Context: an optimization exercise on an open-source flow, tuned for a short achievable clock period and few clock cycles. The choices shown serve that exercise and are no tape-out recipe.
Where RTL was checked, it was by simulation tests only, not by an equivalence proof against the original.
Power and IR drop assume default switching activity.

==> job 9392 <==
==> flow/design.v <==
package rvPkg;
    typedef enum logic [7-1:0] {
        LOAD   = 7'b0000011,
        OPIMM  = 7'b0010011,
        STORE  = 7'b0100011,
        OP     = 7'b0110011,
        BRANCH = 7'b1100011
    } opcodeT;
    typedef enum logic [2-1:0] {
        ALUOP_ADD   = 2'b00,
        ALUOP_SUB   = 2'b01,
        ALUOP_FUNCT = 2'b10
    } aluOpT;
    typedef enum logic [3-1:0] {
        ALU_ADD = 3'b000,
        ALU_SUB = 3'b001,
        ALU_AND = 3'b010,
        ALU_OR  = 3'b011,
        ALU_SLT = 3'b101
    } aluCtrlT;
    typedef enum logic [2-1:0] {
        IMM_I = 2'b00,
        IMM_S = 2'b01,
        IMM_B = 2'b10
    } immSrcT;
endpackage
`timescale 1ns/1ps
import rvPkg::*;
module mainDecoder (
    input  logic           reset,
    input  rvPkg::opcodeT  op,
    output logic           branch,
    output logic           resultSrc,
    output logic           memWrite,
    output logic           aluSrc,
    output logic           regWrite,
    output rvPkg::immSrcT  immSrc,
    output rvPkg::aluOpT   aluOp
);
    logic memWriteRaw;
    logic regWriteRaw;
    always_comb
    begin
        regWriteRaw = 1'b0;
        immSrc      = IMM_I;
        aluSrc      = 1'b0;
        memWriteRaw = 1'b0;
        resultSrc   = 1'b0;
        branch      = 1'b0;
        aluOp       = ALUOP_ADD;
        case (op)
            LOAD:
            begin
                regWriteRaw = 1'b1;
                aluSrc      = 1'b1;
                resultSrc   = 1'b1;  
            end
            STORE:
            begin
                immSrc      = IMM_S;
                aluSrc      = 1'b1;
                memWriteRaw = 1'b1;
            end
            OP:
            begin
                regWriteRaw = 1'b1;
                aluOp       = ALUOP_FUNCT;
            end
            OPIMM:
            begin
                regWriteRaw = 1'b1;
                aluSrc      = 1'b1;
                aluOp       = ALUOP_FUNCT;
            end
            BRANCH:
            begin
                immSrc      = IMM_B;
                branch      = 1'b1;
                aluOp       = ALUOP_SUB;  
            end
            default:
            begin
                regWriteRaw = 1'b0;
            end
        endcase
    end
    assign memWrite = memWriteRaw & ~reset;
    assign regWrite = regWriteRaw & ~reset;
endmodule
`timescale 1ns/1ps
import rvPkg::*;
module aluDecoder (
    input  rvPkg::aluOpT          aluOp,
    input  logic [3-1:0]  funct3,
    input  logic                  funct7b5,
    input  logic                  opb5,
    output rvPkg::aluCtrlT        aluCtrl
);
    logic isSub;
    assign isSub = funct7b5 & opb5;
    always_comb
    begin
        case (aluOp)
            ALUOP_ADD:
            begin
                aluCtrl = ALU_ADD;
            end
            ALUOP_SUB:
            begin
                aluCtrl = ALU_SUB;
            end
            ALUOP_FUNCT:
            begin
                case (funct3)
                    3'b000:  aluCtrl = isSub ? ALU_SUB : ALU_ADD;
                    3'b010:  aluCtrl = ALU_SLT;
                    3'b110:  aluCtrl = ALU_OR;
                    3'b111:  aluCtrl = ALU_AND;
                    default: aluCtrl = ALU_ADD;  
                endcase
            end
            default:
            begin
                aluCtrl = ALU_ADD;
            end
        endcase
    end
endmodule
`timescale 1ns/1ps
module regFile (
    input  logic                    clk,
    input  logic                    reset,
    input  logic                    writeEnable,
    input  logic [5-1:0]  readAddr1,
    input  logic [5-1:0]  readAddr2,
    input  logic [5-1:0]  writeAddr,
    input  logic [32-1:0]        writeData,
    output logic [32-1:0]        readData1,
    output logic [32-1:0]        readData2
);
    logic [32-1:0] regs [32];
    always_ff @(posedge clk)
    begin
        if (reset)
        begin
            for (int i = 0; i < 32; i++)
            begin
                regs[i] <= '0;
            end
        end
        else if (writeEnable && writeAddr != '0)
        begin
            regs[writeAddr] <= writeData;
        end
    end
    assign readData1 = (readAddr1 == '0) ? '0 : regs[readAddr1];
    assign readData2 = (readAddr2 == '0) ? '0 : regs[readAddr2];
endmodule
`timescale 1ns/1ps
import rvPkg::*;
module immExtend (
    input  logic [31:7]        instr,
    input  rvPkg::immSrcT      immSrc,
    output logic [32-1:0]   immExt
);
    always_comb
    begin
        case (immSrc)
            IMM_I:
                immExt = {{20{instr[31]}}, instr[31:20]};
            IMM_S:
                immExt = {{20{instr[31]}}, instr[31:25], instr[11:7]};
            IMM_B:
                immExt = {{20{instr[31]}}, instr[7], instr[30:25], instr[11:8], 1'b0};
            default:
                immExt = '0;
        endcase
    end
endmodule
`timescale 1ns/1ps
import rvPkg::*;
module alu (
    input  logic [32-1:0]  srcA,
    input  logic [32-1:0]  srcB,
    input  rvPkg::aluCtrlT    aluCtrl,
    output logic [32-1:0]  aluResult,
    output logic              zero
);
    logic lessThan;
    assign lessThan = $signed(srcA) < $signed(srcB);
    always_comb
    begin
        case (aluCtrl)
            ALU_ADD:
                aluResult = srcA + srcB;
            ALU_SUB:
                aluResult = srcA - srcB;
            ALU_AND:
                aluResult = srcA & srcB;
            ALU_OR:
                aluResult = srcA | srcB;
            ALU_SLT:
                aluResult = {{(32-1){1'b0}}, lessThan};
            default:
                aluResult = srcA + srcB;
        endcase
    end
    assign zero = (aluResult == '0);  
endmodule
`timescale 1ns/1ps
module pcUnit (
    input  logic              clk,
    input  logic              reset,
    input  logic              branch,
    input  logic              zero,
    input  logic [32-1:0]  immExt,
    output logic [32-1:0]  pc,
    output logic [32-1:0]  pcPlus4
);
    logic [32-1:0] pcTarget;
    logic [32-1:0] pcNext;
    logic             pcSrc;
    assign pcPlus4  = pc + 32'd4;
    assign pcTarget = pc + immExt;
    assign pcSrc    = branch & zero;  
    assign pcNext   = pcSrc ? pcTarget : pcPlus4;
    always_ff @(posedge clk)
    begin
        if (reset)
        begin
            pc <= '0;
        end
        else
        begin
            pc <= pcNext;
        end
    end
endmodule
`timescale 1ns/1ps
module dataMemory #(
    parameter int depth = 64
) (
    input  logic              clk,
    input  logic              writeEnable,
    input  logic [32-1:0]  addr,
    input  logic [32-1:0]  writeData,
    output logic [32-1:0]  readData
);
    localparam int idxW = $clog2(depth);
    logic [32-1:0] ram [depth];
    logic [idxW-1:0]  index;
    assign index = idxW'((addr >> 2) % depth);
    always_ff @(posedge clk)
    begin
        if (writeEnable)
        begin
            ram[index] <= writeData;
        end
    end
    assign readData = ram[index];
endmodule
`timescale 1ns/1ps
module cpuTop (
    input  logic              clk,
    input  logic              reset,
    input  logic [32-1:0]  instr,
    output logic [32-1:0]  instrAddr,
    output logic              memWrite,
    output logic [32-1:0]  dataAddr,
    output logic [32-1:0]  writeData
);
    localparam int BP_IW = 6;                 
    localparam int BP_N  = 1 << BP_IW;
    logic        resetR;
    logic [31:0] pcF;
    logic        hitF;
    logic [1:0]  ctrF;
    logic        validE;
    logic        isBrE, isStE, wrE;
    logic [4:0]  rdE;
    logic        fwdA, fwdB, fwdBp, fwdBn, noFwdB;
    logic [31:0] aE, bE, opBE;
    logic [7:0]  immLoE;
    logic        subE;
    logic        selSumE, selSltE, selOrE, selAndE, selLdE;
    logic [31:0] tgtE, pc4E, pcE;
    logic        predE;
    logic        hitE;
    logic [1:0]  ctrE;
    logic        wW;
    logic [4:0]  rdW;
    logic [31:0] resW;
    logic        stW;
    logic [5:0]  idxW;
    logic [31:0] stDataW;
    logic [31:0] rf [1:31];
    logic [31:0] dmem [64];
    logic              bpV [BP_N];
    logic [1:0]        bpC [BP_N];
    logic [BP_IW-1:0]  idxF;
    assign instrAddr = pcF;
    assign idxF  = pcF[BP_IW+1:2];
    assign hitF  = bpV[idxF];
    assign ctrF  = bpC[idxF];
    logic [6:0]  opF;
    logic [2:0]  f3F;
    logic [4:0]  rs1F, rs2F, rdF;
    logic        isLdF, isStF, isOpiF, isOpF, isBrF, aluF, wrF, useImmF;
    logic        subF, sltF, orF, andF;
    logic [31:0] immIF, immSF, immBF, immF;
    logic [31:0] aF, bF;
    logic        fwdAF, fwdBF;
    assign opF  = instr[6:0];
    assign f3F  = instr[14:12];
    assign rs1F = instr[19:15];
    assign rs2F = instr[24:20];
    assign rdF  = instr[11:7];
    assign isLdF   = (opF == 7'b0000011);
    assign isStF   = (opF == 7'b0100011);
    assign isOpiF  = (opF == 7'b0010011);
    assign isOpF   = (opF == 7'b0110011);
    assign isBrF   = (opF == 7'b1100011);
    assign aluF    = isOpF || isOpiF;
    assign wrF     = (isLdF || aluF) && (rdF != 5'd0);
    assign useImmF = isLdF || isStF || isOpiF;
    assign sltF = aluF && (f3F == 3'b010);
    assign orF  = aluF && (f3F == 3'b110);
    assign andF = aluF && (f3F == 3'b111);
    assign subF = (isOpF && (f3F == 3'b000) && instr[30]) || sltF;
    assign immIF = {{20{instr[31]}}, instr[31:20]};
    assign immSF = {{20{instr[31]}}, instr[31:25], instr[11:7]};
    assign immBF = {{20{instr[31]}}, instr[7], instr[30:25], instr[11:8], 1'b0};
    assign immF  = isStF ? immSF : immIF;
    logic [31:0] tgtF, pc4F;
    logic        predF;
    assign tgtF  = pcF + immBF;
    assign pc4F  = pcF + 32'd4;
    assign predF = isBrF && (hitF ? ctrF[1] : ((rs1F == rs2F) || instr[31]));
    always_comb
    begin
        if (rs1F == 5'd0)
            aF = '0;
        else if (wW && (rdW == rs1F))
            aF = resW;
        else
            aF = rf[rs1F];
        if (rs2F == 5'd0)
            bF = '0;
        else if (wW && (rdW == rs2F))
            bF = resW;
        else
            bF = rf[rs2F];
    end
    assign fwdAF = validE && wrE && (rdE == rs1F);
    assign fwdBF = validE && wrE && (rdE == rs2F);
    logic [31:0] aX, bX, opBX, sumX, resX, rdataX;
    logic [32:0] sum33X;
    logic [7:0]  maX;
    logic        ltX, eqX, takenX, misX;
    assign aX   = fwdA ? resW : aE;
    assign bX   = fwdB ? resW : bE;
    assign opBX = ({32{fwdBp}} & resW) | ({32{fwdBn}} & ~resW) | ({32{noFwdB}} & opBE);
    assign sum33X = {aX, 1'b1} + {opBX, subE};
    assign sumX   = sum33X[32:1];
    assign ltX    = (aX[31] == opBX[31]) ? aX[31] : sumX[31];
    logic [31:0] rdRegX, rdFwdX;
    logic [7:0]  maRegX;
    logic [5:0]  idxE;
    assign maRegX = aE[7:0] + immLoE;
    assign idxE   = maRegX[7:2];
    assign maX    = resW[7:0] + immLoE;
    assign rdRegX = (stW && (idxW == idxE))     ? stDataW : dmem[idxE];
    assign rdFwdX = (stW && (idxW == maX[7:2])) ? stDataW : dmem[maX[7:2]];
    assign rdataX = fwdA ? rdFwdX : rdRegX;
    assign resX = ({32{selSumE}} & sumX) |
                  ({32{selSltE}} & {31'd0, ltX}) |
                  ({32{selOrE}}  & (aX | opBX)) |
                  ({32{selAndE}} & (aX & opBX)) |
                  ({32{selLdE}}  & rdataX);
    assign eqX    = (aX == bX);
    assign takenX = isBrE && eqX;
    assign misX   = validE && (takenX != predE);
    always_ff @(posedge clk)
    begin
        resetR <= reset;
        if (resetR)
            pcF <= '0;
        else if (misX)
            pcF <= takenX ? tgtE : pc4E;
        else
            pcF <= predF ? tgtF : pc4F;
        validE  <= !resetR && !misX;
        isBrE   <= isBrF;
        isStE   <= isStF;
        wrE     <= wrF;
        rdE     <= rdF;
        fwdA    <= fwdAF;
        fwdB    <= fwdBF;
        fwdBp   <= fwdBF && !useImmF && !subF;
        fwdBn   <= fwdBF && !useImmF && subF;
        noFwdB  <= !(fwdBF && !useImmF);
        aE      <= aF;
        bE      <= bF;
        opBE    <= (useImmF ? immF : bF) ^ {32{subF}};
        immLoE  <= immF[7:0];
        subE    <= subF;
        selSumE <= !(sltF || orF || andF || isLdF);
        selSltE <= sltF;
        selOrE  <= orF;
        selAndE <= andF;
        selLdE  <= isLdF;
        tgtE    <= tgtF;
        pc4E    <= pc4F;
        predE   <= predF;
        hitE    <= hitF;
        ctrE    <= ctrF;
        pcE     <= pcF;
        wW      <= !resetR && validE && wrE;
        rdW     <= rdE;
        resW    <= resX;
        stW     <= !resetR && validE && isStE;
        idxW    <= fwdA ? maX[7:2] : idxE;
        stDataW <= bX;
        memWrite  <= !reset && validE && isStE;
        if (validE && isStE)
        begin
            dataAddr  <= sumX;
            writeData <= bX;
        end
    end
    always_ff @(posedge clk)
    begin
        if (stW)
            dmem[idxW] <= stDataW;
    end
    always_ff @(posedge clk)
    begin
        if (resetR)
        begin
            for (int i = 1; i < 32; i++)
                rf[i] <= '0;
        end
        else if (wW)
        begin
            rf[rdW] <= resW;
        end
    end
    logic             brU, takenU, hitU;
    logic [1:0]       ctrU;
    logic [BP_IW-1:0] idxU;
    always_ff @(posedge clk)
    begin
        brU    <= validE && isBrE;
        takenU <= takenX;
        hitU   <= hitE;
        ctrU   <= ctrE;
        idxU   <= pcE[BP_IW+1:2];
    end
    always_ff @(posedge clk)
    begin
        if (resetR)
        begin
            for (int i = 0; i < BP_N; i++)
                bpV[i] <= 1'b0;
        end
        else if (brU)
        begin
            bpV[idxU] <= 1'b1;
            if (!hitU)
                bpC[idxU] <= takenU ? 2'b10 : 2'b01;
            else if (takenU)
                bpC[idxU] <= (ctrU == 2'b11) ? 2'b11 : ctrU + 2'd1;
            else
                bpC[idxU] <= (ctrU == 2'b00) ? 2'b00 : ctrU - 2'd1;
        end
    end
endmodule
==> flow/flow/run.sh <==
#!/bin/bash
set -euo pipefail
MARGIN=${MARGIN:-8.5}
bash standard.sh synth > run_synth.log 2>&1
bash standard.sh SETUP_SLACK_MARGIN=$MARGIN finish > run_layout.log 2>&1
==> flow/standard.sh <==
#!/bin/bash
# synth_recipe.tcl (not shown) runs the flow's synth.tcl, then flattens the netlist and writes it again
# the make line also repeats each setting of config.mk as NAME=value (left out here)
make -C /OpenROAD-flow-scripts/flow DESIGN_CONFIG=/design/flow/config.mk WORK_HOME=/design/flow/orfs CLKGATE_MAP_FILE= SYNTH_SCRIPT=/design/flow/synth_recipe.tcl "${@:-finish}"
==> flow/config.mk <==
export PLATFORM = sky130hd
export DESIGN_NAME = cpuTop
export DESIGN_NICKNAME = cpuTop
export VERILOG_FILES = /design/flow/design.v
export SDC_FILE = /design/flow/constraint.sdc
export NUM_CORES = 4
export LEC_CHECK = 0
export ABC_CLOCK_PERIOD_IN_PS = 3000
export CAP_MARGIN = 20
export CELL_PAD_IN_SITES_DETAIL_PLACEMENT = 1
export CELL_PAD_IN_SITES_GLOBAL_PLACEMENT = 2
export CORE_MARGIN = 2
export CORE_UTILIZATION = 50
export PLACE_DENSITY = 0.62
export SLEW_MARGIN = 20
export TNS_END_PERCENT = 100
==> flow/constraint.sdc <==
create_clock -name core_clock -period 12.0 [get_ports {clk}]
set_input_delay 2.4000 -clock core_clock [delete_from_list [all_inputs] [get_ports {clk}]]
set_output_delay 2.4000 -clock core_clock [all_outputs]
set_load 0.01 [all_outputs]
==> job 8947 (differences from job 9392) <==
--- a/flow/design.v
+++ b/flow/design.v
@@ -380,15 +380,14 @@
     assign eqX    = (aX == bX);
     assign takenX = isBrE && eqX;
     assign misX   = validE && (takenX != predE);
+    logic        takePcF;
+    logic [31:0] otherPcF;
+    assign takePcF  = predF && !misX && !resetR;
+    assign otherPcF = resetR ? '0 : misX ? (takenX ? tgtE : pc4E) : pc4F;
     always_ff @(posedge clk)
     begin
         resetR <= reset;
-        if (resetR)
-            pcF <= '0;
-        else if (misX)
-            pcF <= takenX ? tgtE : pc4E;
-        else
-            pcF <= predF ? tgtF : pc4F;
+        pcF <= takePcF ? tgtF : otherPcF;
         validE  <= !resetR && !misX;
         isBrE   <= isBrF;
         isStE   <= isStF;
@@ -422,11 +421,8 @@
         idxW    <= fwdA ? maX[7:2] : idxE;
         stDataW <= bX;
         memWrite  <= !reset && validE && isStE;
-        if (validE && isStE)
-        begin
-            dataAddr  <= sumX;
-            writeData <= bX;
-        end
+        dataAddr  <= sumX;
+        writeData <= bX;
     end
     always_ff @(posedge clk)
     begin
--- a/flow/config.mk
+++ b/flow/config.mk
@@ -10,7 +10,7 @@
 export CELL_PAD_IN_SITES_DETAIL_PLACEMENT = 1
 export CELL_PAD_IN_SITES_GLOBAL_PLACEMENT = 2
 export CORE_MARGIN = 2
-export CORE_UTILIZATION = 50
-export PLACE_DENSITY = 0.62
+export CORE_UTILIZATION = 35
+export PLACE_DENSITY = 0.5
 export SLEW_MARGIN = 20
 export TNS_END_PERCENT = 100
==> job 3773 (differences from job 9392) <==
--- a/flow/design.v
+++ b/flow/design.v
@@ -269,8 +269,9 @@
     output logic [32-1:0]  dataAddr,
     output logic [32-1:0]  writeData
 );
-    localparam int BP_IW = 6;                 
-    localparam int BP_N  = 1 << BP_IW;
+    localparam int BTB_IW = 5;                
+    localparam int BTB_N  = 1 << BTB_IW;
+    localparam int BTB_TW = 12 - 2 - BTB_IW;  
     logic        resetR;
     logic [31:0] pcF;
     logic        hitF;
@@ -284,7 +285,6 @@
     logic        subE;
     logic        selSumE, selSltE, selOrE, selAndE, selLdE;
     logic [31:0] tgtE, pc4E, pcE;
-    logic        predE;
     logic        hitE;
     logic [1:0]  ctrE;
     logic        wW;
@@ -295,13 +295,18 @@
     logic [31:0] stDataW;
     logic [31:0] rf [1:31];
     logic [31:0] dmem [64];
-    logic              bpV [BP_N];
-    logic [1:0]        bpC [BP_N];
-    logic [BP_IW-1:0]  idxF;
+    logic              btbV   [BTB_N];
+    logic [1:0]        btbC   [BTB_N];
+    logic [BTB_TW-1:0] btbTag [BTB_N];
+    logic [9:0]        btbTgt [BTB_N];
+    logic [BTB_IW-1:0] idxF;
+    logic [31:0]       predF;
     assign instrAddr = pcF;
-    assign idxF  = pcF[BP_IW+1:2];
-    assign hitF  = bpV[idxF];
-    assign ctrF  = bpC[idxF];
+    assign idxF  = pcF[BTB_IW+1:2];
+    assign hitF  = btbV[idxF] && (btbTag[idxF] == pcF[11:BTB_IW+2]);
+    assign ctrF  = btbC[idxF];
+    assign predF = (hitF && ctrF[1]) ? {pcF[31:12], btbTgt[idxF], 2'b00}
+                                     : pcF + 32'd4;
     logic [6:0]  opF;
     logic [2:0]  f3F;
     logic [4:0]  rs1F, rs2F, rdF;
@@ -331,11 +336,6 @@
     assign immSF = {{20{instr[31]}}, instr[31:25], instr[11:7]};
     assign immBF = {{20{instr[31]}}, instr[7], instr[30:25], instr[11:8], 1'b0};
     assign immF  = isStF ? immSF : immIF;
-    logic [31:0] tgtF, pc4F;
-    logic        predF;
-    assign tgtF  = pcF + immBF;
-    assign pc4F  = pcF + 32'd4;
-    assign predF = isBrF && (hitF ? ctrF[1] : ((rs1F == rs2F) || instr[31]));
     always_comb
     begin
         if (rs1F == 5'd0)
@@ -356,22 +356,15 @@
     logic [31:0] aX, bX, opBX, sumX, resX, rdataX;
     logic [32:0] sum33X;
     logic [7:0]  maX;
-    logic        ltX, eqX, takenX, misX;
+    logic        ltX, eqX, takenX, mTX, mNX, misX;
     assign aX   = fwdA ? resW : aE;
     assign bX   = fwdB ? resW : bE;
     assign opBX = ({32{fwdBp}} & resW) | ({32{fwdBn}} & ~resW) | ({32{noFwdB}} & opBE);
     assign sum33X = {aX, 1'b1} + {opBX, subE};
     assign sumX   = sum33X[32:1];
     assign ltX    = (aX[31] == opBX[31]) ? aX[31] : sumX[31];
-    logic [31:0] rdRegX, rdFwdX;
-    logic [7:0]  maRegX;
-    logic [5:0]  idxE;
-    assign maRegX = aE[7:0] + immLoE;
-    assign idxE   = maRegX[7:2];
-    assign maX    = resW[7:0] + immLoE;
-    assign rdRegX = (stW && (idxW == idxE))     ? stDataW : dmem[idxE];
-    assign rdFwdX = (stW && (idxW == maX[7:2])) ? stDataW : dmem[maX[7:2]];
-    assign rdataX = fwdA ? rdFwdX : rdRegX;
+    assign maX    = aX[7:0] + immLoE;
+    assign rdataX = (stW && (idxW == maX[7:2])) ? stDataW : dmem[maX[7:2]];
     assign resX = ({32{selSumE}} & sumX) |
                   ({32{selSltE}} & {31'd0, ltX}) |
                   ({32{selOrE}}  & (aX | opBX)) |
@@ -379,7 +372,9 @@
                   ({32{selLdE}}  & rdataX);
     assign eqX    = (aX == bX);
     assign takenX = isBrE && eqX;
-    assign misX   = validE && (takenX != predE);
+    assign mTX    = (pcF == tgtE);
+    assign mNX    = (pcF == pc4E);
+    assign misX   = validE && (takenX ? !mTX : !mNX);
     always_ff @(posedge clk)
     begin
         resetR <= reset;
@@ -388,7 +383,7 @@
         else if (misX)
             pcF <= takenX ? tgtE : pc4E;
         else
-            pcF <= predF ? tgtF : pc4F;
+            pcF <= predF;
         validE  <= !resetR && !misX;
         isBrE   <= isBrF;
         isStE   <= isStF;
@@ -409,9 +404,8 @@
         selOrE  <= orF;
         selAndE <= andF;
         selLdE  <= isLdF;
-        tgtE    <= tgtF;
-        pc4E    <= pc4F;
-        predE   <= predF;
+        tgtE    <= pcF + immBF;
+        pc4E    <= pcF + 32'd4;
         hitE    <= hitF;
         ctrE    <= ctrF;
         pcE     <= pcF;
@@ -419,14 +413,11 @@
         rdW     <= rdE;
         resW    <= resX;
         stW     <= !resetR && validE && isStE;
-        idxW    <= fwdA ? maX[7:2] : idxE;
+        idxW    <= maX[7:2];
         stDataW <= bX;
         memWrite  <= !reset && validE && isStE;
-        if (validE && isStE)
-        begin
-            dataAddr  <= sumX;
-            writeData <= bX;
-        end
+        dataAddr  <= sumX;
+        writeData <= bX;
     end
     always_ff @(posedge clk)
     begin
@@ -445,33 +436,41 @@
             rf[rdW] <= resW;
         end
     end
-    logic             brU, takenU, hitU;
-    logic [1:0]       ctrU;
-    logic [BP_IW-1:0] idxU;
+    logic              brU, takenU, hitU;
+    logic [1:0]        ctrU;
+    logic [31:0]       pcU;
+    logic [9:0]        tgtU;
+    logic [BTB_IW-1:0] idxU;
     always_ff @(posedge clk)
     begin
         brU    <= validE && isBrE;
         takenU <= takenX;
         hitU   <= hitE;
         ctrU   <= ctrE;
-        idxU   <= pcE[BP_IW+1:2];
+        pcU    <= pcE;
+        tgtU   <= tgtE[11:2];
     end
+    assign idxU = pcU[BTB_IW+1:2];
     always_ff @(posedge clk)
     begin
         if (resetR)
         begin
-            for (int i = 0; i < BP_N; i++)
-                bpV[i] <= 1'b0;
+            for (int i = 0; i < BTB_N; i++)
+                btbV[i] <= 1'b0;
         end
         else if (brU)
         begin
-            bpV[idxU] <= 1'b1;
-            if (!hitU)
-                bpC[idxU] <= takenU ? 2'b10 : 2'b01;
-            else if (takenU)
-                bpC[idxU] <= (ctrU == 2'b11) ? 2'b11 : ctrU + 2'd1;
-            else
-                bpC[idxU] <= (ctrU == 2'b00) ? 2'b00 : ctrU - 2'd1;
+            if (takenU)
+            begin
+                btbV[idxU]   <= 1'b1;
+                btbTag[idxU] <= pcU[11:BTB_IW+2];
+                btbTgt[idxU] <= tgtU;
+                btbC[idxU]   <= !hitU ? 2'b10 : (ctrU == 2'b11) ? 2'b11 : ctrU + 2'd1;
+            end
+            else if (hitU)
+            begin
+                btbC[idxU]   <= (ctrU == 2'b00) ? 2'b00 : ctrU - 2'd1;
+            end
         end
     end
 endmodule
--- a/flow/config.mk
+++ b/flow/config.mk
@@ -10,7 +10,7 @@
 export CELL_PAD_IN_SITES_DETAIL_PLACEMENT = 1
 export CELL_PAD_IN_SITES_GLOBAL_PLACEMENT = 2
 export CORE_MARGIN = 2
-export CORE_UTILIZATION = 50
-export PLACE_DENSITY = 0.62
+export CORE_UTILIZATION = 45
+export PLACE_DENSITY = 0.6
 export SLEW_MARGIN = 20
 export TNS_END_PERCENT = 100
==> qor summary <==
item	job 9392	job 3773	job 8947
Run status	no timing/DRC/antenna violations	no timing/DRC/antenna violations	no timing/DRC/antenna violations
HP Start	pcE[3]$_DFF_P_	hitE$_DFF_P_	pcE[4]$_DFF_P_
Total design power	51,600 uW	40,700 uW	52,300 uW
Area of combinational cells with multiple inputs	73,700 sq um	59,600 sq um	73,600 sq um
Group drawing the most power	combinational cells	registers	combinational cells
Multiplexer share of the synthesized area	23.4%	12.4%	23.6%
Clock insertion delay at the later pin of the skew report	1.05 ns	1.03 ns	1.06 ns
CTS sink count	3,647	4,016	3,615
Clock-cell share of area	5.92%	6.57%	6.15%
Fraction of area in registers	47.9%	54.0%	46.3%
Worst Clk Skew	0.0739 ns	0.0526 ns	0.0857 ns
Part of the power in registers	28.5%	40.3%	28.0%
Overall via count from detail_route	125,000	123,000	121,000
Via count of the first global-routing pass	125,000	122,000	122,000
Number of fill cells	30,000	36,100	46,700
Number of cells on the critical path	17	17	15
DIE AREA	357,000 sq um	396,000 sq um	505,000 sq um
Net Switching	20,400 uW	13,300 uW	20,000 uW
Cell area after synthesis	176,000 sq um	176,000 sq um	175,000 sq um
Power of the sequential group	14,700 uW	16,400 uW	14,700 uW
Initial DRC Count	18,900	18,500	15,400
Testbench counts of job 8947, summed over its fixed seeds: cycles 19,589.
For job 9392 and job 3773, only the layout was checked, not whether the RTL still works.

static timing again, ports no longer ideal:
How much do the figures lean on ideal ports? The routed layouts below were timed once more, with nothing changed but the port constraints. Step 1 sets driving cells, clkbuf_16 on the clock port and buf_2 on the other inputs (assumed; they add their load-dependent delay and slew). Step 2 times the ports against the registers' clock, not the clock port: input delays grow and output delays shrink by t, the midpoint of the rising clock arrivals with the driver on. a / b / c = no drivers / after step 1 / after step 2; a / b = the first two.
run | shift t [ns] | setup WS [ns] | worst setup path at the end | clock arrival spread, ns | worst register clock-pin slew, ns
job 9392 | 1.145 | 7.731 / 7.731 / 6.602 | input to register | 0.081 / 0.081 | 0.07 / 0.07
job 8947 | 1.147 | 7.747 / 7.767 / 6.680 | input to register | 0.087 / 0.086 | 0.07 / 0.07
job 3773 | 1.114 | 7.565 / 7.565 / 6.682 | input to register | 0.054 / 0.054 | 0.07 / 0.07
After both steps setup and hold are still met in every run listed. For job 9392, which loses most, drivers alone change the setup slack by 0.000 ns; drivers and shift together by -1.129 ns.
